Source: an optimization exercise on an open RTL-to-GDS flow (aim: small area). Production flows keep margins and buffers that such runs may drop.

==> flow/design.v <==
package idct_mem_pkg;
    localparam int WORD_W = 16;
    localparam int LANES = 2;
    localparam int SIZE_W = 5;
    typedef enum logic {IDLE, SERVE} host_state_t;
    function automatic logic [WORD_W-1:0] size_to_mask(input logic [SIZE_W-1:0] size);
        size_to_mask = size[SIZE_W-1] ? {WORD_W{1'b1}} : ((16'd1 << size[3:0]) - 16'd1);
    endfunction
endpackage
import idct_mem_pkg::*;
module idct_ram_lane #(
    parameter int DEPTH = 64,
    localparam int AW = $clog2(DEPTH)
) (
    input  logic              oe,
    input  logic              we,
    input  logic [31:0]       addr,
    input  logic [SIZE_W-1:0] size,
    output logic [AW-1:0]     idx,
    output logic [WORD_W-1:0] mask,
    output logic              active,
    output logic              wr_en,
    output logic              rd_en,
    output logic              err_evt
);
    logic in_range;
    assign in_range = addr[31:AW+1] == '0;
    assign idx = addr[AW:1];
    assign active = oe | we;
    assign mask = size[SIZE_W-1] ? {WORD_W{1'b1}} : ((16'd1 << size[3:0]) - 16'd1);
    assign wr_en = we & ~oe & in_range;
    assign rd_en = oe & ~we & in_range;
    assign err_evt = (oe & we) | (active & ~in_range);
endmodule
module idct_ram_bit_next (
    input  logic e,
    input  logic r1n,
    input  logic r0,
    input  logic q,
    input  logic b,
    input  logic an,
    output logic d
);
    assign d = ~((r0 & an) | ~((e | q) & (r1n | b)));
endmodule
module idct_ram_aoi3 (
    input  logic [2:0] sel,
    input  logic [2:0] bits,
    output logic       y_n
);
    assign y_n = ~|(sel & bits);
endmodule
module idct_ram_read_bit #(
    parameter int N = 64
) (
    input  logic [N-1:0] sel,
    input  logic [N-1:0] bits,
    output logic         y
);
    localparam int G = N / 3;
    localparam int R = N - 3 * G;
    logic [G-1:0] grp_n;
    for (genvar g = 0; g < G; g++) begin : g_grp
        idct_ram_aoi3 u_aoi (.sel(sel[3*g +: 3]), .bits(bits[3*g +: 3]), .y_n(grp_n[g]));
    end
    if (R == 0) begin : g_even
        assign y = ~&grp_n;
    end else begin : g_rest
        assign y = ~&{grp_n, ~(sel[N-1:3*G] & bits[N-1:3*G])};
    end
endmodule
import idct_mem_pkg::*;
module idct_dual_ram_responder #(
    parameter int DEPTH = 64,
    parameter int WORD_W = 16,
    parameter int READ_LATENCY = 1
) (
    input  logic                clock,
    input  logic                reset,
    input  logic [1:0]          Mout_oe_ram,
    input  logic [1:0]          Mout_we_ram,
    input  logic [63:0]         Mout_addr_ram,
    input  logic [2*WORD_W-1:0] Mout_Wdata_ram,
    input  logic [9:0]          Mout_data_ram_size,
    output logic [2*WORD_W-1:0] M_Rdata_ram,
    output logic [1:0]          M_DataRdy,
    input  logic                host_req,
    input  logic                host_we,
    input  logic [5:0]          host_addr,
    input  logic [WORD_W-1:0]   host_wdata,
    output logic [WORD_W-1:0]   host_rdata,
    output logic                host_ack,
    output logic                err
);
    localparam int AW = $clog2(DEPTH);
    logic [AW-1:0]     idx0, idx1;
    logic [WORD_W-1:0] mask0, mask1;
    logic act0, act1, wen0, wen1, ren0, ren1, eev0, eev1;
    idct_ram_lane #(.DEPTH(DEPTH)) u_lane0 (
        .oe(Mout_oe_ram[0]), .we(Mout_we_ram[0]), .addr(Mout_addr_ram[31:0]),
        .size(Mout_data_ram_size[4:0]), .idx(idx0), .mask(mask0), .active(act0),
        .wr_en(wen0), .rd_en(ren0), .err_evt(eev0));
    idct_ram_lane #(.DEPTH(DEPTH)) u_lane1 (
        .oe(Mout_oe_ram[1]), .we(Mout_we_ram[1]), .addr(Mout_addr_ram[63:32]),
        .size(Mout_data_ram_size[9:5]), .idx(idx1), .mask(mask1), .active(act1),
        .wr_en(wen1), .rd_en(ren1), .err_evt(eev1));
    logic host_fire, host_wr, host_rd;
    assign host_fire = host_req & ~host_ack & ~act0 & ~act1;
    assign host_wr = host_fire & host_we;
    assign host_rd = host_fire & ~host_we;
    logic [AW-1:0] idxa;
    assign idxa = act0 ? idx0 : host_addr;
    logic wena;
    assign wena = (wen0 & ~(wen1 & (idx0 == idx1))) | host_wr;
    logic [DEPTH-1:0] rsa, rsb;    
    logic [DEPTH-1:0] e_w, r1n_w, r0_w;   
    for (genvar w = 0; w < DEPTH; w++) begin : g_row
        assign rsa[w] = idxa == w;
        assign rsb[w] = idx1 == w;
        assign r1n_w[w] = ~(wen1 & rsb[w]);
        assign r0_w[w] = wena & rsa[w];
        assign e_w[w] = ~r1n_w[w] | r0_w[w];
    end
    logic [WORD_W-1:0] mem [DEPTH];
    logic [WORD_W-1:0] rda, rdb;
    for (genvar b = 0; b < WORD_W; b++) begin : g_rd
        logic [DEPTH-1:0] colbits;
        for (genvar w = 0; w < DEPTH; w++) begin : g_c
            assign colbits[w] = mem[w][b];
        end
        idct_ram_read_bit #(.N(DEPTH)) u_rda (.sel(rsa), .bits(colbits), .y(rda[b]));
        idct_ram_read_bit #(.N(DEPTH)) u_rdb (.sel(rsb), .bits(colbits), .y(rdb[b]));
    end
    logic [WORD_W-1:0] colb, cola_n;
    assign colb = (Mout_Wdata_ram[2*WORD_W-1:WORD_W] & mask1) | (rdb & ~mask1);
    assign cola_n = ~(host_wr ? host_wdata : ((Mout_Wdata_ram[WORD_W-1:0] & mask0) | (rda & ~mask0)));
    for (genvar w = 0; w < DEPTH; w++) begin : g_word
        logic [WORD_W-1:0] d;
        for (genvar b = 0; b < WORD_W; b++) begin : g_bit
            idct_ram_bit_next u_next (
                .e(e_w[w]), .r1n(r1n_w[w]), .r0(r0_w[w]), .q(mem[w][b]),
                .b(colb[b]), .an(cola_n[b]), .d(d[b]));
        end
        always_ff @(posedge clock) mem[w] <= d;
    end
    logic [WORD_W-1:0] rqa, rqb;
    logic va_q, vh_q, rdy0_q, rdy1_q, ack_q, err_q;
    logic [WORD_W-1:0] keepa;
    assign keepa = (mask0 & {WORD_W{ren0}}) | {WORD_W{host_rd}};
    always_ff @(posedge clock) begin
        rqa <= rda & keepa;
        rqb <= rdb & mask1 & {WORD_W{ren1 & ~reset}};
        if (reset) begin
            va_q <= 1'b0;
            vh_q <= 1'b0;
            rdy0_q <= 1'b0;
            rdy1_q <= 1'b0;
            ack_q <= 1'b0;
            err_q <= 1'b0;
        end else begin
            va_q <= ren0;
            vh_q <= host_rd;
            rdy0_q <= act0;
            rdy1_q <= act1;
            ack_q <= host_fire;
            err_q <= err_q | eev0 | eev1;
        end
    end
    assign M_Rdata_ram = {rqb, rqa & {WORD_W{va_q}}};
    assign host_rdata = rqa & {WORD_W{vh_q}};
    assign M_DataRdy = {rdy1_q, rdy0_q};
    assign host_ack = ack_q;
    assign err = err_q;
endmodule
==> flow/config.mk <==
export PLATFORM = sky130hd
export DESIGN_NAME = idct_dual_ram_responder
export DESIGN_NICKNAME = idct_dual_ram_responder
export VERILOG_FILES = /design/flow/design.v
export SDC_FILE = /design/flow/constraint.sdc
export NUM_CORES = 4
export LEC_CHECK = 0
export CAP_MARGIN = 20
export CORE_MARGIN = 2
export CORE_UTILIZATION = 40
export GPL_TIMING_DRIVEN = 0
export PLACE_DENSITY = 0.55
export SLEW_MARGIN = 20
export SYNTH_HIERARCHICAL = 1
==> flow/constraint.sdc <==
create_clock -name core_clock -period 6.0 [get_ports {clock}]
set_input_delay 1.2000 -clock core_clock [delete_from_list [all_inputs] [get_ports {clock}]]
set_output_delay 1.2000 -clock core_clock [all_outputs]
set_load 0.01 [all_outputs]
standard.sh (not shown) runs the stock make flow with config.mk's settings and CLKGATE_MAP_FILE= SYNTH_SCRIPT=/design/flow/synth_recipe.tcl, a recipe that flattens the netlist after the stock synthesis.
==> flow/flow/run.sh <==
#!/bin/bash
cp standard.sh standard_sh.log
export BUFFER_PORTS_ARGS="-buffer_cell sky130_fd_sc_hd__buf_1"
export CTS_ARGS="-sink_clustering_enable -repair_clock_nets -dont_use_dummy_load -buf_list sky130_fd_sc_hd__clkbuf_8 -sink_clustering_size 16 -sink_clustering_max_diameter 60"
bash standard.sh > standard.log 2>&1
The first run completed and failed the layout checks on setup timing.
Rerun with:
==> flow/run.sh (new file) <==
#!/bin/bash
# synth_recipe.tcl (not shown) runs the flow's synth.tcl, then flattens the netlist and writes it again
# the make line also repeats each setting of config.mk as NAME=value (left out here)
make -C /OpenROAD-flow-scripts/flow DESIGN_CONFIG=/design/flow/config.mk WORK_HOME=/design/flow/orfs CLKGATE_MAP_FILE= SYNTH_SCRIPT=/design/flow/synth_recipe.tcl finish
Settings changed: GPL_TIMING_DRIVEN 0 to default.
removed: flow/flow/run.sh
removed: flow/standard.sh
After rerunning:
- This time the run completed without violations
- cell area climbs by 10%
- via count climbs by 2.2%
- utilization climbs by 4.9 points
- die area stays the same
No run of this note included a check of the RTL's function; only the layout flow was run.

## port drivers added, routing unchanged
The flow's constraints put no driver on any port. The routed layouts listed below were extracted and timed again, unchanged, in two steps. Step 1 sets driving cells, clkbuf_16 on the clock port and buf_2 on the other inputs (assumed; they add their load-dependent delay and slew). Step 2 also shifts input and output timing later by t, the mid clock arrival at the registers, as if the neighbouring blocks saw the same clock. Three values: no drivers, after step 1, after step 2; two values: the first two.
run	shift t [ns]	setup WS [ns]	clock arrival spread, ns	worst register clock-pin slew, ns	worst data-port slew with drivers (ns)
the first run	0.924	-0.257 / -0.207 / -1.131	0.101 / 0.101	0.11 / 0.11	0.22
the second run	0.819	0.513 / 0.563 / -0.255	0.045 / 0.045	0.07 / 0.07	0.16
Met with ideal ports but missed after step 2: setup timing in the second run. The setup slack of the first run, which loses most, moves by +0.050 ns with the drivers and by -0.874 ns with both steps.
